What follows belongs to an exercise in optimizing a design on an open flow for small area, a short achievable clock period and few clock cycles; a production flow would make more cautious choices.
The RTL was checked by simulation tests, not by an equivalence proof against the original design.
Power is estimated from default activity; no workload was simulated.

### design.v
`timescale 1ns / 1ps
`default_nettype none
module bpsb_add #(
  parameter int W = 26
) (
  input  logic [W-1:0] a,
  input  logic [W-1:0] b,
  input  logic         ci,
  output logic [W-1:0] s
);
  localparam int L = $clog2(W);
  logic [W-1:0] p0;
  logic [W-1:0] g [0:L];
  logic [W-1:0] p [0:L];
  logic [W:0]   c;
  assign p0 = a ^ b;
  assign g[0] = a & b;
  assign p[0] = p0;
  for (genvar l = 0; l < L; l++) begin : g_lvl
    for (genvar i = 0; i < W; i++) begin : g_bit
      if (((i >> l) & 1) == 1) begin : g_merge
        localparam int J = ((i >> l) << l) - 1;
        assign g[l+1][i] = g[l][i] | (p[l][i] & g[l][J]);
        assign p[l+1][i] = p[l][i] & p[l][J];
      end else begin : g_pass
        assign g[l+1][i] = g[l][i];
        assign p[l+1][i] = p[l][i];
      end
    end
  end
  assign c[0] = ci;
  for (genvar i = 0; i < W; i++) begin : g_carry
    assign c[i+1] = g[L][i] | (p[L][i] & ci);
  end
  assign s = p0 ^ c[W-1:0];
endmodule
`default_nettype wire
`timescale 1ns / 1ps
`default_nettype none
module bmp_pixel_stream_blitter_core (
  input  logic        clk,
  input  logic        rst,
  input  logic        pixels_valid,
  output logic        pixels_ready,
  input  logic [7:0]  pixels_pixel_byte,
  input  logic        pixels_image_start,
  output logic        writes_valid,
  input  logic        writes_ready,
  output logic [25:0] writes_write_address,
  output logic [31:0] writes_write_data,
  output logic        writes_final_write,
  input  logic        cfg_write,
  input  logic [2:0]  cfg_index,
  input  logic [19:0] cfg_data
);
  logic        c_depth;
  logic [12:0] c_w;        
  logic [12:0] weff;
  logic        c_neg;
  logic [12:0] c_h;        
  logic        c_hp1;
  logic [11:0] c_xo;
  logic [11:0] c_yo;
  logic [12:0] c_px;       
  logic [12:0] c_pitch;
  logic [19:0] c_sh;
  logic        depth_n;
  assign depth_n = rst ? 1'b0 : (cfg_write && cfg_index == 3'd0) ? cfg_data[0] : c_depth;
  assign c_pitch = c_px ^ {13{!c_neg}};
  always_ff @(posedge clk) begin
    if (rst) begin
      c_depth <= 1'b0;
      c_w <= '0;
      c_neg <= 1'b0;
      c_h <= '0;
      c_hp1 <= 1'b0;
      c_xo <= '0;
      c_yo <= '0;
      c_px <= 13'h1ffe;
      c_sh <= '0;
    end else if (cfg_write) begin
      case (cfg_index)
        3'd0: c_depth <= cfg_data[0];
        3'd1: c_w <= cfg_data[12:0];
        3'd2: begin
          c_neg <= cfg_data[13];
          c_px <= c_px ^ {13{c_neg ^ cfg_data[13]}};
          if (cfg_data[13]) begin
            c_h <= cfg_data[12] ? ~cfg_data[12:0] : 13'd4096;
            c_hp1 <= cfg_data[12];
          end else begin
            c_h <= (cfg_data[12] && cfg_data[11:0] != 12'd0) ? 13'd4096 : cfg_data[12:0];
            c_hp1 <= 1'b0;
          end
        end
        3'd3: c_xo <= cfg_data[11:0];
        3'd4: c_yo <= cfg_data[11:0];
        3'd5: c_px <= cfg_data[12:0] ^ {13{!c_neg}};
        3'd6: c_sh <= cfg_data[19:0];
        default: ;
      endcase
    end
  end
  logic trig;
  assign trig = cfg_write && (cfg_index >= 3'd2) && (cfg_index <= 3'd5);
  logic [1:0]  pos;        
  logic [7:0]  raw0, raw1, raw2;
  logic [1:0]  k;          
  logic [11:0] col;
  logic [12:0] row;
  logic [1:0]  pad;
  logic        idle;
  logic        wv;
  logic        wfin;
  logic [31:0] wdata;
  logic [25:0] waddr;
  logic        addr_ok;    
  logic [25:0] rb;         
  logic        busy;       
  logic        m_w;        
  logic        m_w2;       
  logic        m_w3;       
  logic        m_h;        
  logic        m_x;        
  logic        phb;        
  logic [3:0]  cnt;
  assign writes_valid = wv;
  assign writes_final_write = wfin;
  assign writes_write_data = wdata;
  assign writes_write_address = waddr;
  logic st_pad;        
  logic st_full;       
  logic ns_data;       
  logic ns_comp;       
  logic ns_pad;        
  logic s_idle;        
  logic lim_eq;        
  logic k_lt;          
  logic can_complete;
  logic accept;
  logic start;
  logic out_free;
  assign st_pad = (pad != 2'd0);
  assign st_full = c_depth ? (pos == 2'd3) : pos[1];
  assign ns_data = !idle && !st_pad && !st_full;
  assign ns_comp = !idle && !st_pad && st_full;
  assign ns_pad = !idle && st_pad;
  assign weff = (c_w[12] && c_w[11:0] != 12'd0) ? 13'd4096 : c_w;
  assign s_idle = (c_w == 13'd0) || (!c_hp1 && c_h == 13'd0);
  logic lim_eq_r;
  logic kz;
  assign lim_eq = lim_eq_r;
  assign k_lt = !lim_eq;
  assign can_complete = !wv && addr_ok && lim_eq;
  logic rdy;
  assign pixels_ready = rdy;
  assign accept = pixels_valid && pixels_ready;
  assign start = accept && pixels_image_start;
  assign out_free = !wv || writes_ready;
  logic is_data;      
  logic is_comp;      
  assign is_data = accept && !pixels_image_start && ns_data;
  assign is_comp = accept && !pixels_image_start && ns_comp;
  logic [12:0] col_inc;
  logic [13:0] row_inc;
  logic        row_end;
  logic        img_end;
  bpsb_add #(.W(13)) u_cinc (.a({1'b0, col}), .b(13'd0), .ci(1'b1), .s(col_inc));
  bpsb_add #(.W(14)) u_rinc (.a({1'b0, row}), .b(14'd0), .ci(1'b1), .s(row_inc));
  logic [13:0] cw_d;
  logic [13:0] ch_d;
  bpsb_add #(.W(14)) u_cwc (.a({1'b0, col_inc}), .b({1'b1, ~weff}), .ci(1'b1), .s(cw_d));
  bpsb_add #(.W(14)) u_chc (.a(row_inc), .b({1'b1, ~c_h}), .ci(!c_hp1), .s(ch_d));
  always_ff @(posedge clk) begin
    row_end <= !cw_d[13];
    img_end <= !ch_d[13];
  end
  logic [1:0] pos_n;
  logic [1:0] pad_n;
  logic       idle_n;
  always_comb begin
    pos_n = pos;
    pad_n = pad;
    idle_n = idle;
    if (rst) begin
      pos_n = '0;
      idle_n = 1'b1;
      pad_n = '0;
    end else if (accept) begin
      if (pixels_image_start) begin
        pos_n = s_idle ? 2'd0 : 2'd1;
        pad_n = '0;
        idle_n = s_idle;
      end else if (ns_pad) begin
        pad_n = pad - 2'd1;
      end else if (ns_data) begin
        pos_n = pos + 2'd1;
      end else if (ns_comp) begin
        pos_n = 2'd0;
        if (row_end) begin
          if (img_end) idle_n = 1'b1;
          else pad_n = c_depth ? 2'd0 : weff[1:0];
        end
      end
    end
  end
  always_ff @(posedge clk) begin
    pos <= pos_n;
    pad <= pad_n;
    idle <= idle_n;
    if (accept) begin
      if (pixels_image_start) begin
        col <= '0;
        row <= '0;
      end else if (!ns_pad && !ns_data && ns_comp) begin
        if (row_end) begin
          col <= '0;
          row <= row_inc[12:0];
        end else begin
          col <= col_inc[11:0];
        end
      end
    end
  end
  always_ff @(posedge clk) begin
    if (start ? !s_idle : is_data) begin
      case (start ? 2'd0 : pos)
        2'd0: raw0 <= pixels_pixel_byte;
        2'd1: raw1 <= pixels_pixel_byte;
        default: raw2 <= pixels_pixel_byte;
      endcase
    end
  end
  logic [1:0]  ch;
  logic [7:0]  held;
  logic [7:0]  sh_in;
  logic [4:0]  sh_amt;
  logic [31:0] placed;
  logic        place_new;
  logic        place_old;
  assign ch = (st_full && lim_eq) ? (c_depth ? 2'd3 : 2'd2) : k;
  always_comb begin
    case (k)
      2'd0: held = raw0;
      2'd1: held = raw1;
      default: held = raw2;
    endcase
    case (ch)
      2'd0: sh_amt = c_sh[4:0];
      2'd1: sh_amt = c_sh[9:5];
      2'd2: sh_amt = c_sh[14:10];
      default: sh_amt = c_sh[19:15];
    endcase
  end
  assign sh_in = lim_eq ? pixels_pixel_byte : held;
  assign placed = {24'd0, sh_in} << sh_amt;
  assign place_new = out_free && (start ? (!s_idle && kz && lim_eq) : (is_data && lim_eq));
  assign place_old = out_free && k_lt && !start;
  logic wd_en;
  logic wd_keep;
  assign wd_en = is_comp || place_new || place_old;
  assign wd_keep = !(wd_en && kz);
  always_ff @(posedge clk) begin
    wdata <= (wdata & {32{wd_keep}}) | (placed & {32{wd_en}});
  end
  logic [1:0] k_n;
  always_comb begin
    if (rst || cfg_write || is_comp) begin
      k_n = '0;
    end else if (place_new || place_old) begin
      k_n = k + 2'd1;
    end else if (start) begin
      k_n = '0;
    end else begin
      k_n = k;
    end
  end
  always_ff @(posedge clk) k <= k_n;
  logic wv_n;
  assign wv_n = rst ? 1'b0 : is_comp ? 1'b1 : writes_ready ? 1'b0 : wv;
  always_ff @(posedge clk) wv <= wv_n;
  always_ff @(posedge clk) begin
    if (is_comp) wfin <= row_end && img_end;
  end
  logic [14:0] y_r;
  logic [12:0] yr;
  logic        pbit;
  logic [25:0] add_a;
  logic [25:0] add_b;
  logic        add_c;
  logic [25:0] sum;
  logic        upd;
  logic        rb_ok;      
  logic        rb_r0;      
  logic        inc;        
  logic        hstep;      
  logic        launch;     
  assign yr = phb ? row : 13'd0;
  logic [12:0] ya;
  bpsb_add #(.W(13)) u_ya (.a({1'b0, c_yo}), .b(c_neg ? 13'd0 : c_h), .ci(1'b0), .s(ya));
  always_ff @(posedge clk) begin
    if (hstep && m_w3) y_r <= rb[14:0];
  end
  assign hstep = busy && !(inc && !addr_ok);
  logic       busy_n, phb_n, m_w_n, m_w2_n, m_w3_n, m_h_n, m_x_n, rb_ok_n, rb_r0_n, inc_n;
  logic       rb_ya;
  logic [3:0] cnt_n;
  logic       pbit_n;
  logic       addr_ok_n;
  logic       rb_we;
  logic       rb_clr;
  assign upd = !addr_ok && out_free && (inc || (rb_ok && !busy));
  assign launch = (!busy && !inc && rb_ok && addr_ok && img_end && !idle)
               || (start && !(busy && !phb) && !(!busy && rb_r0));
  assign addr_ok_n = (rst || trig || start || is_comp) ? 1'b0 : upd ? 1'b1 : addr_ok;
  always_comb begin
    busy_n = busy;
    phb_n = phb;
    m_w_n = m_w;
    m_w2_n = m_w2;
    m_w3_n = m_w3;
    m_h_n = m_h;
    m_x_n = m_x;
    rb_ok_n = rb_ok;
    rb_r0_n = rb_r0;
    inc_n = inc;
    cnt_n = cnt;
    rb_we = 1'b0;
    rb_clr = 1'b0;
    rb_ya = 1'b0;
    if (rst) begin
      busy_n = 1'b0;
      m_w_n = 1'b0;
      m_w2_n = 1'b0;
      m_w3_n = 1'b0;
      m_h_n = 1'b0;
      m_x_n = 1'b0;
      rb_ok_n = 1'b0;
      rb_r0_n = 1'b0;
      inc_n = 1'b0;
    end else if (trig || launch) begin
      busy_n = 1'b1;
      phb_n = trig && !idle;
      m_w_n = 1'b1;
      m_w2_n = 1'b0;
      m_w3_n = 1'b0;
      m_h_n = 1'b0;
      m_x_n = 1'b0;
      rb_ok_n = 1'b0;
      rb_r0_n = 1'b0;
      inc_n = !trig && !start;
    end else begin
      if (start) inc_n = 1'b0;
      if (start && !busy && rb_r0) begin
        rb_ok_n = 1'b1;
        rb_r0_n = 1'b0;
      end
      if (hstep) begin
        if (m_w) begin
          rb_ya = 1'b1;
          m_w_n = 1'b0;
          m_w2_n = 1'b1;
        end else if (m_w2) begin
          rb_we = 1'b1;
          m_w2_n = 1'b0;
          m_w3_n = 1'b1;
        end else if (m_w3) begin
          rb_clr = 1'b1;
          m_w3_n = 1'b0;
          m_h_n = 1'b1;
          cnt_n = 4'd12;
        end else if (m_h) begin
          rb_we = 1'b1;
          cnt_n = cnt - 4'd1;
          if (cnt == 4'd0) begin
            m_h_n = 1'b0;
            m_x_n = 1'b1;
          end
        end else if (m_x) begin
          rb_we = 1'b1;
          m_x_n = 1'b0;
          busy_n = 1'b0;
          if (phb || start || (!idle && !inc)) begin
            rb_ok_n = 1'b1;
            rb_r0_n = 1'b0;
          end else begin
            rb_r0_n = 1'b1;
          end
        end
      end else if (is_comp && row_end && !img_end) begin
        rb_we = 1'b1;
      end
    end
  end
  assign pbit_n = hstep ? c_pitch[m_w3 ? 4'd12 : (cnt - 4'd1)] : pbit;
  always_ff @(posedge clk) begin
    busy <= busy_n;
    phb <= phb_n;
    m_w <= m_w_n;
    m_w2 <= m_w2_n;
    m_w3 <= m_w3_n;
    m_h <= m_h_n;
    m_x <= m_x_n;
    rb_ok <= rb_ok_n;
    rb_r0 <= rb_r0_n;
    inc <= inc_n;
    cnt <= cnt_n;
    pbit <= pbit_n;
    addr_ok <= addr_ok_n;
    if (rb_clr) rb <= '0;
    else if (rb_ya) rb <= {13'd0, ya};
    else if (rb_we) rb <= sum;
  end
  logic hstep_n;
  logic sel_sh, sel_wa, sel_y, sel_x, sel_r, sel_c, sel_p;
  assign hstep_n = busy_n && !(inc_n && !addr_ok_n);
  always_ff @(posedge clk) begin
    sel_sh <= hstep_n && m_h_n;
    sel_wa <= !hstep_n && !addr_ok_n && inc_n;
    sel_y <= hstep_n && m_h_n && pbit_n;
    sel_x <= hstep_n && m_x_n;
    sel_r <= hstep_n && m_w2_n;
    sel_c <= !hstep_n && !addr_ok_n && !inc_n;
    sel_p <= !hstep_n && addr_ok_n;
  end
  assign add_a = ({26{sel_sh}} & {rb[24:0], 1'b0})
               | ({26{sel_wa}} & waddr)
               | ({26{!sel_sh && !sel_wa}} & rb);
  assign add_b = ({26{sel_y}} & {{11{y_r[14]}}, y_r})
               | ({26{sel_x}} & {14'd0, c_xo})
               | ({26{sel_r}} & (c_neg ? {13'd0, yr} : {13'h1fff, ~yr}))
               | ({26{sel_c}} & {14'd0, col})
               | ({26{sel_p}} & {{13{!c_neg}}, c_px});
  assign add_c = (sel_p && !c_neg) || sel_wa;
  bpsb_add #(.W(26)) u_add (.a(add_a), .b(add_b), .ci(add_c), .s(sum));
  logic st_full_n;
  logic lim_eq_n;
  assign st_full_n = depth_n ? (pos_n == 2'd3) : pos_n[1];
  assign lim_eq_n = (!depth_n && pos_n == 2'd3) ? (k_n == 2'd2) : (k_n == pos_n);
  always_ff @(posedge clk) begin
    rdy <= !(!idle_n && pad_n == 2'd0 && st_full_n)
           || (!wv_n && addr_ok_n && lim_eq_n && !cfg_write);
    lim_eq_r <= lim_eq_n;
    kz <= (k_n == 2'd0);
  end
  always_ff @(posedge clk) begin
    if (upd) waddr <= sum;
  end
endmodule
`default_nettype wire
### flow/run.sh
#!/bin/bash
# The standard layout, with the smallest buffer on every input and output
# port (ORFS picks a delay cell there by default). Each tool's output goes
# to the logs ORFS writes under orfs/logs/; the whole run is also kept in
# flow_run.log.
set -euo pipefail
export BUFFER_PORTS_ARGS="-buffer_cell sky130_fd_sc_hd__buf_1"
bash standard.sh > flow_run.log 2>&1
### standard.sh
#!/bin/bash
# synth_recipe.tcl (not shown) runs the flow's synth.tcl, then flattens the netlist and writes it again
# the make line also repeats each setting of config.mk as NAME=value (left out here)
make -C /OpenROAD-flow-scripts/flow DESIGN_CONFIG=/design/flow/config.mk WORK_HOME=/design/flow/orfs CLKGATE_MAP_FILE= SYNTH_SCRIPT=/design/flow/synth_recipe.tcl "${@:-finish}"
### config.mk
export PLATFORM = sky130hd
export DESIGN_NAME = bmp_pixel_stream_blitter_core
export DESIGN_NICKNAME = bmp_pixel_stream_blitter_core
export VERILOG_FILES = /design/flow/design.v
export SDC_FILE = /design/flow/constraint.sdc
export NUM_CORES = 4
export LEC_CHECK = 0
export CAP_MARGIN = 20
export CORE_MARGIN = 2
export CORE_UTILIZATION = 40
export CTS_BUF_LIST = sky130_fd_sc_hd__clkbuf_16
export CTS_CLUSTER_DIAMETER = 100
export CTS_CLUSTER_SIZE = 20
export SETUP_SLACK_MARGIN = 4.8
export SLEW_MARGIN = 20
### constraint.sdc
create_clock -name core_clock -period 8.0 [get_ports {clk}]
set_input_delay 1.6000 -clock core_clock [delete_from_list [all_inputs] [get_ports {clk}]]
set_output_delay 1.6000 -clock core_clock [all_outputs]
set_load 0.01 [all_outputs]
==> results of run 1 <==
worst max-delay path, delay by kind of cell:
family          cells  cell delay [ns]
simple gates        3             1.02
buf+inv             2             0.46
xor+xnor            1             0.17
compound gates      1             0.15
repair_timing:
action / in CTS / in global routing
hold buffers: 0 / 0
buffers inserted: 7 / 19
pin swaps: 4 / 27
endpoints found under the setup margin: 111 / 77
cloned: 1 / 5
gates resized for setup: 46 / 96
cells by family (layout without fill, tap and decap cells):
group	after synthesis	after routing	share of synthesized area, %
compound gates	421	423	18.5
xor+xnor	67	67	4.05
fa+ha+maj	81	81	7.26
buf+inv	137	227	3.62
flops	271	271	44.1
mux	30	30	2.63
other cells	0	2	0
simple gates	652	652	19.9
sequential cells by signal (all words and copies together) (netlist names), 13 cells and up:
register / flops
c_w: 13
waddr: 26
c_sh: 20
y_r: 15
c_px: 13
row: 13
rb: 26
wdata: 32
c_h: 13
routing by layer:
metal / global-route usage (%) / vias to the layer above / wire [um]
met3: 3.26 / 49 / 3170
met2: 35.4 / 448 / 20100
met1: 31.5 / 6121 / 20000
met4: 5.01 / 0 / 805
li1: - / 6050 / -
met5: 0 / - / 0
Yosys cell counts, types with 10 or more instances:
cell type  instances  area [sq um]
nand2_1          304          1140
nand2b_1          17           106
o21a_1            10          75.1
and2_1            37           231
dfxtp_1          175          3500
or2_2             10          62.6
xnor2_1           37           324
nor2_1           149           559
nand3_1           21           105
ha_1              76           951
clkbuf_1          82           308
xor2_1            30           263
nor2b_1           22           138
nor3_1            38           190
mux2i_1           19           190
a22o_1            13           114
and3_1            26           163
inv_1             46           173
a21oi_1          157           786
a211oi_1          27           203
o21ai_0           68           340
a22oi_1           52           390
o221ai_1          26           228
edfxtp_1          96          2880
layout make-up:
type                            instances  area [sq um]  share of cell area, %
Inverter                               49           189                   1.13
Tap cell                              461           577                   3.45
Clock inverter                         12          50.0                  0.299
Sequential cell                       271          6390                   38.2
Antenna cell                            2          5.00                 0.0299
Multi-Input combinational cell       1253          8200                   49.0
Timing Repair Buffer                  149           886                   5.30
Clock buffer                           17           425                   2.54
power groups by stage:
stage                     clock (mW)  sequential (mW)  combinational (mW)
after floorplan                    0             1.62               0.377
after CTS                      0.889             1.60               0.559
final                          0.873             1.60               0.663
after global placement             0             1.63               0.527
after detailed placement           0             1.63               0.534
after global routing           0.937             1.61               0.726
stage by stage:
step	hold slack, ns	cells	cell area, sq um	setup slack (ns)
after floorplan	0.412	1659	14600	4.64
after global placement	0.429	2150	15300	3.43
after global routing	0.476	2214	16700	4.69
after CTS	0.454	2187	16100	4.70
final	0.449	2214	16700	4.74
after detailed placement	0.436	2150	15300	3.33
worst max path at each step:
stage	startpoint	end	slack, ns	cells after the start
3_3_place_gp	pixels_image_start	rb[11]$_SDFFE_PP0P_	3.43	9
4_1_cts	sel_wa$_DFF_P_	rb[11]$_SDFFE_PP0P_	4.70	15
3_5_place_dp	pixels_image_start	rb[7]$_SDFFE_PP0P_	3.33	8
2_1_floorplan	writes_ready	rdy$_DFF_P_	4.64	6
6_report	cfg_index[2]	cnt[3]$_SDFFCE_PP1P_	4.74	7
5_1_grt	cfg_index[2]	cnt[3]$_SDFFCE_PP1P_	4.69	7
==> run notes, run 1 <==
status finished clean; clock power share 27.8%; Setup-failing EPs final 0; Switching Share 30.4%; PwrDens 188 nW/um^2; total core area 35,700 sq um; Sw Pwr 0.955 mW; initial antenna violation count 2; die width 194 um; first-pass GRT wire length 66,600 um; Rel. slew slack 30.2%; Worst Tran Pin Value 1.04 ns; Req. time, crit path 8.15 ns; Initial Util 40.6%; Crit-path slowest cell nor3_1; Critical Path Sink Type register; CP arrival 3.41 ns; global placer's final weighted congestion 0.923; Hold Path Depth 2; 1st-pass router iterations 19; routed length per instance 19.9 um; Cell Chain, Critical Path buf_1, xor2_1, nand2_1, o311ai_4, or2_4, buf_4, nor3_1; syn nets 1,777; Synth Flop Type dfxtp_1; Gate power share 21.1%; Worst Reg-to-Reg Cells 16; Async S/R FF share, synth 0%; Total Power 3.14 mW; synthesized cell area 14,500 sq um; Seq pwr share 51.1%; EDFF count, synth 96; HP Class reg2reg; die height 194 um; FMAX 307 MHz; Top Ports 98; share of cells above drive strength 1 10.9%; Fillers 3,432; GRT Total Usage 22.1%; DRC 0; Clock Sinks 271; r2r startpoint c_neg$_SDFFE_PP0P_; most frequent cells in the layout 295 x nand2_1, 170 x dfxtp_1, 141 x nor2_1, 141 x a21oi_1, 96 x edfxtp_1; Hold EP pbit$_DFF_P_; register area share after synthesis 44.1%; CTS Root Cell clkbuf_16; largest net degree at the start of global routing 79; CTS buffer count 17; Tcrit/Tclk final 40.7%; setup_tns 0 ns; Critical Path Max Stage Delay 0.52 ns; drt via density 5.72; die area 37,700 sq um; Area Overhead vs Synth 15.5%; number of DRC markers in iteration 0 1,122; IO buf count 97; minimum clock period 3.26 ns; max cap viols 0; CTS tree yes; grt ovf 0; internal power 2.18 mW; Worst Setup Start Kind input pin; Yosys cell types 70; peak supply drop 135 uV; RSZ-0062 raised after global routing true; Avg Inst Size Synth 8.73 sq um; # nets final 1,859; Layout Skew 0.0388 ns; Worst Path Max Fanout 9; reg2reg end rb[11]$_SDFFE_PP0P_; Clock Path Buffers 3; Post-Route Utilization 46.9%; H-Tree Depth 1; commonest non-fill, non-tap cell in the layout nand2_1; Synth warnings 10; FP Rows 69; leakage 6.20 nW; Mapped Cells 1,659; worst skew pair latency 0.52 ns; R2R Setup Slk 4.83 ns; DR vias 12,700; type of the worst setup path in2reg; Yosys reg bits 271; Clock Pin Slew Worst Setup and Hold Paths 0.08 ns; final hold vios 0; hold path startpoint pbit$_DFF_P_; Slew Viols, Final 0; DP HPWL 30,400 um; WL final 44,100 um; remaining antenna violation count after routing 0; vias in the first global route 11,700
Testbench counts, summed over its fixed seeds: cycles 38,979.
==> inputs of run 2 (changes only) <==
--- a/config.mk
+++ b/config.mk
@@ -7,7 +7,7 @@
 export LEC_CHECK = 0
 export CAP_MARGIN = 20
 export CORE_MARGIN = 2
-export CORE_UTILIZATION = 40
+export CORE_UTILIZATION = 35
 export CTS_BUF_LIST = sky130_fd_sc_hd__clkbuf_16
 export CTS_CLUSTER_DIAMETER = 100
 export CTS_CLUSTER_SIZE = 20
==> run 2 against run 1 <==
  * Count of clock-buffer cells in the layout is the same
  * Synthesized cell count did not move
  * First-iteration DRC count is 3.4% lower
  * Sequential cell count unchanged
  * Sequential power about the same
  * Non-clock buffer count is 4 higher
  * Maximum frequency is 4.2% higher
  * Die area grew 14%
  * Core utilization shrank 5.5 points
  * Cell count is 3.3% higher
  * Register-to-register slack improved by 0.04 ns
  * Still clean on timing, DRC and antenna
==> run notes, run 2 <==
largest net degree at the start of global routing 78 (-1.3%); commonest non-fill, non-tap cell in the layout nand2_1; Worst Reg-to-Reg Cells 14 (-2); Layout Skew 0.0305 ns (-0.00828 ns); Synth warnings 10 (unchanged); Initial Util 35.5% (-5.1 points); status finished clean; RSZ-0062 raised after global routing true; Slew Viols, Final 0 (unchanged); global-route met1 utilization 26.1% (-5.4 points); Worst Path Max Fanout 8 (-1); Worst Tran Pin Value 0.921 ns (-0.114 ns); Top Ports 98 (unchanged); most frequent cells in the layout 294 x nand2_1, 172 x dfxtp_1, 142 x a21oi_1; max reg flops 32 (unchanged); DP HPWL 30,100 um (-1.2%); Hold WS 0.446 ns (-0.00233 ns); Post-Synth Simple-Gate Area 19.9% (unchanged); type of the worst setup path reg2reg; Inst Count DP 2,217 (+3.1%); worst skew pair latency 0.54 ns (+0.02 ns); Synth Flop Type dfxtp_1; Total Power 3.18 mW (+1.2%); leakage 6.27 nW (+1.1%); Fillers 4,020 (+17%); die width 207 um (+6.8%); r2r startpoint phb$_DFFE_PP_; Critical Path Sink Type register; Async S/R FF share, synth 0% (unchanged); 1st-pass router iterations 5 (-14); Yosys cell types 70 (unchanged); drt via density 5.58 (-2.5%); Yosys reg bits 271 (unchanged); Req. time, crit path 8.42 ns (+0.27 ns); H-Tree Depth 1 (unchanged); remaining antenna violation count after routing 0 (unchanged); total core area 40,800 sq um (+15%); die area 43,000 sq um (+14%); PwrDens 188 nW/um^2 (about the same); max cap viols 0 (unchanged); syn nets 1,777 (unchanged); Design Area, Final 16,900 sq um (+1.2%); dpl ws 3.28 ns (-0.0492 ns); register area share after synthesis 44.1% (unchanged); grt ovf 0 (unchanged); ranking of synthesized cells by area dfxtp_1 24%, edfxtp_1 20%, nand2_1 7.9%; most frequent cell after synthesis nand2_1; Setup-failing EPs final 0 (unchanged); HP Class reg2reg; CTS Root Cell clkbuf_16; main combinational cell family by area after synthesis simple AND/OR/NAND/NOR gates; EDFF count, synth 96 (unchanged); number of DRC markers in iteration 0 1,084 (-3.4%); Critical Path Start phb$_DFFE_PP_; peak supply drop 108 uV (-20%); routed length per instance 19.5 um (-2.1%); Mapped Cells 1,659 (unchanged); # nets final 1,864 (+0.27%); FMAX 320 MHz (+4.2%); busiest grt layer met2; Clock Path Buffers 3 (unchanged); ANT cells 0 (-2); global placer's final weighted congestion 0.865 (-6.3%); CTS buffer count 17 (unchanged); Clock Pin Slew Worst Setup and Hold Paths 0.09 ns (about the same); Biggest register wdata; Tcrit/Tclk final 39.1% (-1.6 points); GRT Total Usage 19.7% (-2.4 points); final hold vios 0 (unchanged); reg2reg end rb[11]$_SDFFE_PP0P_; mux cell area share after synthesis 2.63% (unchanged); Clock Sinks 271 (unchanged); post-synthesis xor/xnor area fraction 4.05% (unchanged); Post-CTS Hold Buffers 0 (unchanged); first-pass GRT wire length 68,400 um (+2.7%); setup_tns 0 ns (unchanged); CTS tree yes; post-route setup slack 4.87 ns (+0.130 ns); met3 GRT Util 2.31% (-0.95 points); Avg Inst Size Synth 8.73 sq um (unchanged); commonest cells in the netlist 304 x nand2_1, 175 x dfxtp_1, 157 x a21oi_1; WL final 44,600 um (+1.1%); CP endpoint rb[11]$_SDFFE_PP0P_; DRC 0 (unchanged); Area Overhead vs Synth 16.9%; DR vias 12,800 (+0.69%); Post-Route Utilization 41.5% (-5.5 points); Worst Setup Start Kind register; die height 207 um (+6.8%); R2R Setup Slk 4.87 ns (+0.04 ns); Post-Synth Adder-Cell Area 7.26% (unchanged); vias in the first global route 12,300 (+5.3%); top-area cell type share of the netlist area 24.2% (unchanged); leading area contributor after synthesis dfxtp_1; minimum clock period 3.13 ns (-0.130 ns); initial antenna violation count 0 (-2); GR Layer Usage met2 33.5% (-1.9 points); fin cells 2,287 (+3.3%); Rel. slew slack 38.6% (+8.3 points); IO buf count 97 (unchanged); share of cells above drive strength 1 11.6% (+0.66 points); biggest registers after layout wdata x32, rb x26, waddr x26; Compound-Gate Fraction of Synth Area 18.5% (unchanged); FP Rows 74 (+7.2%); synthesized cell area 14,500 sq um (unchanged); Post-DP Area 15,400 sq um (+0.33%); CP arrival 3.55 ns (+0.14 ns)
==> run 2: cell counts after synthesis <==
Identical to the previous run, type by type.
==> run 2: metal layers <==
layer	vias up	part of all wire, %
met4	0	3.0
met1	6189	44
met3	88	5.3
met2	407	48
met5	-	0
li1	6072	-
==> run 2: area by class of cell <==
class / count / area (sq um) / share of cell area, %
Multi-Input combinational cell: 1254 / 8260 / 48.8
Timing Repair Buffer: 153 / 942 / 5.56
Clock buffer: 17 / 425 / 2.51
Sequential cell: 271 / 6390 / 37.8
Tap cell: 532 / 666 / 3.93
Inverter: 49 / 190 / 1.12
Clock inverter: 11 / 53.8 / 0.318
==> run 2: kinds of logic after synthesis <==
group,Yosys count
compound gates,421
xor+xnor,67
fa+ha+maj,81
buf+inv,137
flops,271
mux,30
simple gates,652
==> run 2: worst min-delay path by stage <==
stage / depth (start not counted) / start / endpoint
6_report: 2 / pbit$_DFF_P_ / pbit$_DFF_P_
5_1_grt: 2 / c_sh[13]$_SDFFE_PP0P_ / c_sh[13]$_SDFFE_PP0P_
4_1_cts: 2 / pbit$_DFF_P_ / pbit$_DFF_P_
3_3_place_gp: 2 / pbit$_DFF_P_ / pbit$_DFF_P_
3_5_place_dp: 2 / pbit$_DFF_P_ / pbit$_DFF_P_
2_1_floorplan: 2 / pbit$_DFF_P_ / pbit$_DFF_P_
==> run 2: what timing repair did <==
item	in CTS	in global routing
resized for setup	49	89
pin swaps	10	37
buffers inserted	15	22
endpoints found under the setup margin	113	94
gates cloned	3	2
==> run 2: critical path, stage by stage, from the launching register on <==
cell	delay, ns
edfxtp_1	0.42
buf_6	0.17
and3_1	0.17
o21ai_2	0.15
nand3_2	0.13
ha_4	0.28
a21oi_2	0.13
o21ai_1	0.09
a41o_4	0.29
a41oi_4	0.29
o21bai_4	0.11
a21oi_4	0.18
o21bai_1	0.11
xor2_1	0.18
o221a_2	0.29
==> run 2: power by group <==
part	leakage, nW	internal [mW]	switching, mW
clock	0.268	0.393	0.498
combinational	3.69	0.282	0.400
sequential	2.31	1.53	0.0793
total	6.27	2.20	0.977
==> inputs of run 3 (changes only) <==
--- a/design.v
+++ b/design.v
@@ -208,19 +208,8 @@
     pos <= pos_n;
     pad <= pad_n;
     idle <= idle_n;
-    if (accept) begin
-      if (pixels_image_start) begin
-        col <= '0;
-        row <= '0;
-      end else if (!ns_pad && !ns_data && ns_comp) begin
-        if (row_end) begin
-          col <= '0;
-          row <= row_inc[12:0];
-        end else begin
-          col <= col_inc[11:0];
-        end
-      end
-    end
+    col <= (col & {12{!(start || is_comp)}}) | (col_inc[11:0] & {12{is_comp && !row_end}});
+    row <= (row & {13{!(start || (is_comp && row_end))}}) | (row_inc[12:0] & {13{is_comp && row_end}});
   end
   always_ff @(posedge clk) begin
     if (start ? !s_idle : is_data) begin
==> run 3 against run 2 <==
  * Count of clock-buffer cells in the layout up 2
  * Core utilization up 0.18 points
  * Maximum frequency down 7.9%
  * Non-clock buffer count unchanged
  * Total power down 6.4%
  * Register-to-register slack worse by 0.27 ns
  * Combinational power down 34%
  * Setup slack worse by 0.27 ns
  * First-iteration DRC count up 3.8%
==> run notes, run 3 <==
Area Overhead vs Synth 17.9%; multi-input gate area in the final layout 8410 sq um (+1.8%); EDFF count, synth 71 (-26%); CTS Root Cell clkbuf_16; Seq. cell area 6150 sq um (-3.8%); die height 207 um (-0.33%); final hold vios 0 (unchanged); Post-Route Utilization 41.6% (+0.18 points); top-area cell type share of the netlist area 27.8% (+3.6 points); GRT Total Usage 20.6% (+0.93 points); Yosys cell types 76 (+8.6%); max cap viols 0 (unchanged); Biggest register wdata; CTS tree yes; DR vias 12,900 (+0.75%); Sw Pwr 0.846 mW (-13%); remaining antenna violation count after routing 0 (unchanged); Gate power share 15.2% (-6.3 points); Req. time, crit path 8.27 ns (-0.15 ns); CTS buffer count 18 (+1); syn nets 1,792 (+0.84%); Critical Path Sink Type register; RSZ-0062 raised after global routing true; Inst Count DP 2,218 (+0.045%); Synth Flop Type dfxtp_1; HP Class reg2reg; DRC 0 (unchanged); minimum clock period 3.39 ns (+0.269 ns); Yosys reg bits 271 (unchanged); most frequent cell after synthesis nand2_1; register area share after synthesis 42.7% (-1.4 points); Async S/R FF share, synth 0% (unchanged); DP HPWL 30,500 um (+1.4%); biggest registers after layout wdata x32, rb x26, waddr x26; synthesized cell area 14,400 sq um (-0.67%); max reg flops 32 (unchanged); Switching Share 28.4% (-2.3 points); 1st-pass router iterations 5 (unchanged); Design Area, Final 17,000 sq um (+0.21%); Rel. slew slack 31.3% (-7.2 points); Avg Inst Size Synth 8.59 sq um (-1.6%); Fillers 4,099 (+2.0%); largest net degree at the start of global routing 62 (-21%); drt via density 5.59 (+0.23%); Total Power 2.97 mW (-6.4%); Worst Setup Start Kind register; ranking of synthesized cells by area dfxtp_1 28%, edfxtp_1 15%, nand2_1 8.4%; routed length per instance 19.9 um (+2.1%); Seq pwr share 52.0% (+1.5 points); Worst Path Max Fanout 13 (+5); initial antenna violation count 0 (unchanged); internal power 2.13 mW (-3.3%); global placer's final weighted congestion 0.907 (+4.8%); Post-CTS Hold Buffers 0 (unchanged); FP Rows 74 (unchanged); die width 207 um (-0.33%); peak supply drop 90.9 uV (-16%); Slew Viols, Final 0 (unchanged); clock power share 32.8% (+4.8 points); setup_tns 0 ns (unchanged); Synth warnings 10 (unchanged); Mapped Cells 1,674 (+0.90%); share of cells above drive strength 1 11.8% (+0.21 points); Clock Sinks 271 (unchanged); H-Tree Depth 1 (unchanged); most frequent cells in the layout 319 x nand2_1, 194 x dfxtp_1, 133 x a21oi_1; WL final 45,700 um (+2.6%); commonest cells in the netlist 321 x nand2_1, 200 x dfxtp_1, 141 x a21oi_1; Layout Skew 0.0377 ns (+0.00714 ns); vias in the first global route 12,000 (-2.4%); Top Ports 98 (unchanged); total core area 40,700 sq um (-0.23%); commonest non-fill, non-tap cell in the layout nand2_1; first-pass GRT wire length 68,800 um (+0.68%); leading area contributor after synthesis dfxtp_1; Post-DP Area 15,300 sq um (-0.89%); type of the worst setup path reg2reg; worst skew pair latency 0.52 ns (-0.02 ns); FMAX 295 MHz (-7.9%); grt ovf 0 (unchanged); Initial Util 35.3% (-0.16 points); Worst Tran Pin Value 1.03 ns (+0.105 ns); leakage 6.65 nW (+6.2%); die area 42,700 sq um (-0.66%); number of DRC markers in iteration 0 1,125 (+3.8%); status finished clean; Clock Pin Slew Worst Setup and Hold Paths 0.09 ns (about the same); PwrDens 175 nW/um^2 (-6.6%); # nets final 1,874 (+0.54%); CP arrival 3.67 ns (+0.12 ns); Tcrit/Tclk final 42.4% (+3.4 points); fin cells 2,299 (+0.52%); Setup-failing EPs final 0 (unchanged); Clock Path Buffers 3 (unchanged); IO buf count 97 (unchanged)
==> run 3: cell types whose count changed in the layout (fill, tap and decap cells not counted), moves of 10 or more <==
| cell | before | now |
|---|---|---|
| and2_1 | 36 | 12 |
| dfxtp_1 | 172 | 194 |
| edfxtp_1 | 96 | 71 |
| nand2_1 | 294 | 319 |
| nand3_1 | 18 | 29 |
| nor2_1 | 140 | 124 |
| o211ai_1 | 4 | 14 |
| o221ai_1 | 25 | 4 |
==> run 3: worst paths after layout <==
check / start / end / slack [ns] / cells after the start
worst max-delay path: phb$_DFFE_PP_ / waddr[11]$_DFFE_PP_ / 4.61 / 14
worst min-delay path: c_sh[8]$_SDFFE_PP0P_ / c_sh[8]$_SDFFE_PP0P_ / 0.46 / 2
worst max register to register: phb$_DFFE_PP_ / waddr[11]$_DFFE_PP_ / 4.61 / 14
worst min register to register: c_sh[8]$_SDFFE_PP0P_ / c_sh[8]$_SDFFE_PP0P_ / 0.46 / 2
==> run 3: kinds of logic after synthesis <==
kind of cell / synth area share (%)
simple gates: 20.1
fa+ha+maj: 7.31
mux: 2.93
flops: 42.7
compound gates: 19.2
buf+inv: 3.94
xor+xnor: 3.90
==> run 3: what timing repair did <==
action / in CTS / in global routing
setup endpoints to repair: 84 / 70
gates cloned: 7 / 2
setup buffers: 24 / 17
pin swaps: 22 / 10
resized for setup: 93 / 52
==> run 3: metrics by stage <==
stage | setup slack, ns | hold WS (ns)
detailed placement | 3.35 | 0.447
global route | 4.45 | 0.479
floorplan | 4.63 | 0.422
CTS | 4.64 | 0.459
global placement | 3.43 | 0.440
finish | 4.61 | 0.461
==> run 3: per-layer routing <==
layer,routed length (um),track usage (%)
met1,20200,28.5
met2,20900,33.2
met3,3100,2.56
met4,1530,7.09
met5,0,0
==> run 3: worst max-delay path, cell delays in order (launching register included) <==
cell and delay, ns:
edfxtp_1 0.43, buf_6 0.17, and3_1 0.17, o21ai_2 0.14, nand3_2 0.13, ha_4 0.26
a21o_1 0.21, a2bb2oi_4 0.14, buf_4 0.12, a21boi_0 0.10, o21a_1 0.22, o21ai_0 0.38
a21boi_2 0.16, or3_1 0.35, and2_1 0.17
==> run 3: layout make-up <==
cell class	instances	share of cell area [%]
Antenna cell	1	0.0148
Clock buffer	19	2.80
Clock inverter	11	0.516
Inverter	49	1.11
Multi-Input combinational cell	1263	49.6
Sequential cell	271	36.2
Tap cell	532	3.92
Timing Repair Buffer	153	5.81
==> run 3: power groups by stage <==
stage	Clock, mW	Combinational [mW]	Sequential [mW]
after global placement	0	0.387	1.57
after floorplan	0	0.278	1.56
final	0.974	0.452	1.55
after global routing	1.04	0.497	1.56
after CTS	0.995	0.427	1.54
after detailed placement	0	0.396	1.58
Testbench counts of run 3, summed over its fixed seeds: cycles 38,979.
==> inputs of run 4 (changes only) <==
--- a/design.v
+++ b/design.v
@@ -208,8 +208,19 @@
     pos <= pos_n;
     pad <= pad_n;
     idle <= idle_n;
-    col <= (col & {12{!(start || is_comp)}}) | (col_inc[11:0] & {12{is_comp && !row_end}});
-    row <= (row & {13{!(start || (is_comp && row_end))}}) | (row_inc[12:0] & {13{is_comp && row_end}});
+    if (accept) begin
+      if (pixels_image_start) begin
+        col <= '0;
+        row <= '0;
+      end else if (!ns_pad && !ns_data && ns_comp) begin
+        if (row_end) begin
+          col <= '0;
+          row <= row_inc[12:0];
+        end else begin
+          col <= col_inc[11:0];
+        end
+      end
+    end
   end
   always_ff @(posedge clk) begin
     if (start ? !s_idle : is_data) begin
@@ -245,12 +256,10 @@
   assign placed = {24'd0, sh_in} << sh_amt;
   assign place_new = out_free && (start ? (!s_idle && kz && lim_eq) : (is_data && lim_eq));
   assign place_old = out_free && k_lt && !start;
-  logic wd_en;
-  logic wd_keep;
-  assign wd_en = is_comp || place_new || place_old;
-  assign wd_keep = !(wd_en && kz);
   always_ff @(posedge clk) begin
-    wdata <= (wdata & {32{wd_keep}}) | (placed & {32{wd_en}});
+    if (is_comp || place_new || place_old) begin
+      wdata <= (kz ? 32'd0 : wdata) | placed;
+    end
   end
   logic [1:0] k_n;
   always_comb begin
==> run.sh (new file) <==
#!/bin/bash
# synth_recipe.tcl (not shown) runs the flow's synth.tcl, then flattens the netlist and writes it again
# the make line also repeats each setting of config.mk as NAME=value (left out here)
make -C /OpenROAD-flow-scripts/flow DESIGN_CONFIG=/design/flow/config.mk WORK_HOME=/design/flow/orfs CLKGATE_MAP_FILE= SYNTH_SCRIPT=/design/flow/synth_recipe.tcl finish
--- a/config.mk
+++ b/config.mk
@@ -7,7 +7,7 @@
 export LEC_CHECK = 0
 export CAP_MARGIN = 20
 export CORE_MARGIN = 2
-export CORE_UTILIZATION = 35
+export CORE_UTILIZATION = 40
 export CTS_BUF_LIST = sky130_fd_sc_hd__clkbuf_16
 export CTS_CLUSTER_DIAMETER = 100
 export CTS_CLUSTER_SIZE = 20
removed: flow/run.sh
removed: standard.sh
==> run 4 against run 3 <==
  * Critical path depth decreased by 1
  * Clock skew decreased by 0.025 ns
  * Sequential cell count unchanged
  * Routed wire length decreased by 0.58%
  * Largest power group unchanged
  * Maximum frequency increased by 8.1%
  * Cell count decreased by 2.7%
  * Sequential share of layout area increased by 1.7 points
  * Total power increased by 4.6%
  * Combinational power increased by 36%
  * Die area decreased by 8.2%
  * Critical endpoint is now waddr[25]$_DFFE_PP_
  * Setup slack improved by 0.25 ns
  * Core utilization increased by 5.7 points
==> run notes, run 4 <==
status finished clean; CP arrival 3.38 ns (-0.29 ns); WL final 45,500 um (-0.58%); CTS Root Cell clkbuf_16; R2R Setup Slk 4.86 ns (+0.25 ns); Rel. slew slack 45.9% (+15 points); final hold vios 0 (unchanged); Clock Pin Slew Worst Setup and Hold Paths 0.09 ns (about the same); routed length per instance 20.3 um (+2.1%); biggest registers after layout wdata x32, rb x26, waddr x26; FMAX 318 MHz (+8.1%); most frequent cell after synthesis nand2_1; r2r startpoint phb$_DFFE_PP_; FP Rows 71 (-4.1%); remaining antenna violation count after routing 0 (unchanged); Worst Setup Start Kind register; vias in the first global route 12,200 (+1.6%); reg2reg end waddr[25]$_DFFE_PP_; CTS buffer count 17 (-1); share of cells above drive strength 1 10.7% (-1.1 points); Worst Tran Pin Value 0.809 ns (-0.217 ns); Synth Flop Type dfxtp_1; drt via density 5.70 (+1.9%); hold path startpoint c_sh[4]$_SDFFE_PP0P_; RSZ-0062 raised after global routing true; Slew Viols, Final 0 (unchanged); Hold EP c_sh[4]$_SDFFE_PP0P_; Mapped Cells 1,651 (-1.4%); Area Overhead vs Synth 17.5%; Req. time, crit path 8.24 ns (-0.03 ns); HP Class reg2reg; commonest cells in the netlist 281 x nand2_1, 147 x a21oi_1, 143 x dfxtp_1; Avg Inst Size Synth 9.13 sq um (+6.2%); register area share after synthesis 44.5% (+1.9 points); Total Power 3.11 mW (+4.6%); 1st-pass router iterations 5 (unchanged); CTS tree yes; Synth warnings 10 (unchanged); grt ovf 0 (unchanged); Gate power share 19.7% (+4.5 points); Post-CTS Hold Buffers 0 (unchanged); post-route setup slack 4.86 ns (+0.255 ns); syn nets 1,769 (-1.3%); largest net degree at the start of global routing 75 (+21%); GRT Total Usage 22.9% (+2.3 points); Clock Path Buffers 3 (unchanged); Top Ports 98 (unchanged); first-pass GRT wire length 70,000 um (+1.6%); Setup-failing EPs final 0 (unchanged); Clock Sinks 271 (unchanged); Sw Pwr 0.916 mW (+8.3%); synthesized cell area 15,100 sq um (+4.7%); Hold Path Depth 2 (unchanged); type of the worst setup path reg2reg; initial antenna violation count 0 (unchanged); Yosys reg bits 271 (unchanged); H-Tree Depth 1 (unchanged); die area 39,200 sq um (-8.2%); peak supply drop 109 uV (+20%); setup_tns 0 ns (unchanged); IO buf count 97 (unchanged); Worst Path Max Fanout 13 (unchanged); Initial Util 40.3% (+5.0 points); Fillers 3,514 (-14%); Yosys cell types 83 (+9.2%); PwrDens 176 nW/um^2 (+0.27%); max cap viols 0 (unchanged); ranking of synthesized cells by area edfxtp_1 26%, dfxtp_1 19%, nand2_1 7.0%; max reg flops 32 (unchanged); die width 198 um (-4.2%); # nets final 1,833 (-2.2%); top-area cell type share of the netlist area 25.5% (-2.3 points); global placer's final weighted congestion 0.894 (-1.4%); minimum clock period 3.14 ns (-0.255 ns); EDFF count, synth 128 (+80%); DR vias 12,700 (-0.81%); DRC 0 (unchanged); clock power share 28.2% (-4.6 points); Seq pwr share 52.1% (about the same); leakage 6.78 nW (+1.9%); number of DRC markers in iteration 0 970 (-14%); most frequent cells in the layout 279 x nand2_1, 140 x a21oi_1, 138 x dfxtp_1; die height 198 um (-4.2%); Biggest register wdata; Async S/R FF share, synth 0% (unchanged); worst skew pair latency 0.51 ns (about the same); internal power 2.19 mW (+3.1%); Tcrit/Tclk final 39.3% (-3.2 points); Worst Reg-to-Reg Cells 13 (-1); Critical Path Sink Type register; Layout Skew 0.0127 ns (-0.0249 ns); commonest non-fill, non-tap cell in the layout nand2_1; leading area contributor after synthesis edfxtp_1; DP HPWL 31,900 um (+4.6%); total core area 37,400 sq um (-8.2%); dpl ws 2.94 ns (-0.408 ns); Switching Share 29.4% (+1.0 points)
-- run 4: layer usage --
metal  vias up  GRT usage [%]  share of wire (%)
met2       383           39.4                 48
met3        64           2.66                5.3
li1       6109              -                  -
met4         0           5.93                2.5
met1      6192           30.4                 44
met5         -              0                  0
-- run 4: cells by family after synthesis --
| family | synth area share, % |
|---|---|
| simple gates | 18.6 |
| compound gates | 19.2 |
| flops | 44.5 |
| buf+inv | 3.81 |
| fa+ha+maj | 6.98 |
| xor+xnor | 3.55 |
| mux | 3.30 |
-- run 4: worst max-delay path by stage --
stage	startpoint	end	slack, ns	depth (start not counted)
3_5_place_dp	pixels_image_start	rb[7]$_SDFFE_PP0P_	2.94	9
4_1_cts	cfg_index[1]	rb[3]$_SDFFE_PP0P_	4.77	9
3_3_place_gp	pixels_image_start	rb[7]$_SDFFE_PP0P_	2.98	9
6_report	phb$_DFFE_PP_	waddr[25]$_DFFE_PP_	4.86	13
2_1_floorplan	cfg_index[1]	rb[11]$_SDFFE_PP0P_	4.48	9
5_1_grt	row[0]$_SDFFCE_PP0P_	img_end$_DFF_P_	4.66	13
-- run 4: final cells by class --
class                   instances  area (sq um)  area share (%)
clock buffers                  17           425            2.40
multi-input cells            1241          8330            47.1
repair buffers                134          1340            7.57
inverters                      50           193            1.09
diodes                          2          5.00          0.0283
well taps                     511           639            3.61
flip-flops and latches        271          6710            37.9
clock inverters                12          51.3           0.290
-- run 4: stage by stage --
step | hold slack [ns] | util (%) | instance area [sq um] | instances
2_1_floorplan | 0.415 | - | 15200 | 1651
5_1_grt | 0.477 | 47.3 | 17700 | 2236
3_3_place_gp | 0.439 | 43.9 | 16400 | 2174
3_5_place_dp | 0.441 | 43.9 | 16400 | 2174
6_report | 0.456 | 47.3 | 17700 | 2238
4_1_cts | 0.460 | 46.4 | 17300 | 2223
-- run 4: power groups by stage --
| stage | Combinational (mW) | Clock [mW] | Sequential [mW] |
|---|---|---|---|
| final | 0.613 | 0.876 | 1.62 |
| after global routing | 0.675 | 0.930 | 1.63 |
| after floorplan | 0.364 | 0 | 1.63 |
| after CTS | 0.580 | 0.888 | 1.62 |
| after detailed placement | 0.542 | 0 | 1.65 |
| after global placement | 0.537 | 0 | 1.65 |
-- run 4: critical path, cell delays in order (launching register included) --
cell and delay [ns]:
edfxtp_1 0.42, buf_6 0.18, and3_1 0.17, o21ai_0 0.14, nand3_1 0.16, ha_1 0.34, o21ai_0 0.08, a21oi_1 0.34
and2_4 0.24, o21ai_4 0.09, a21o_1 0.24, a21oi_4 0.23, a21oi_1 0.11, xnor2_1 0.12
-- run 4: what timing repair did --
| item | in CTS | in global routing |
|---|---|---|
| pin swaps | 13 | 29 |
| setup buffers | 17 | 10 |
| cloned | 3 | 2 |
| gates resized for setup | 85 | 89 |
| setup endpoints to repair | 240 | 112 |
Testbench counts of run 4, summed over its fixed seeds: cycles 38,979.

## separate check: timing with driven ports
In the flow no input, the clock included, has a driving cell. The finished layouts below were timed again as built, in two steps.
Step 1 assumes that a clkbuf_16 drives the clock port and a buf_2 every other input.
Step 2 adds t to the input delays and takes it off the output delays; t is the mean of the earliest and latest rising clock arrival at the registers after step 1. Input paths then give back, and output paths get back, about the clock's delay inside the block.
Slacks: no drivers / after step 1 / after step 2; pairs: no drivers / after step 1.
| run | t (ns) | setup WS [ns] | worst register clock-pin slew, ns | worst slew at a driven data input, ns | cell pins on the clock port's net |
|---|---|---|---|---|---|
| run 1 | 0.554 | 4.744 / 4.762 / 4.208 | 0.10 / 0.10 | 0.09 | 1 |
| run 2 | 0.578 | 4.874 / 4.874 / 4.317 | 0.10 / 0.10 | 0.05 | 1 |
| run 3 | 0.558 | 4.605 / 4.605 / 4.243 | 0.10 / 0.10 | 0.09 | 1 |
| run 4 | 0.554 | 4.860 / 4.821 / 4.363 | 0.09 / 0.09 | 0.07 | 1 |
After both steps setup and hold are still met in every run listed. For run 2, which loses most, drivers alone change the setup slack by 0.000 ns; drivers and shift together by -0.557 ns.
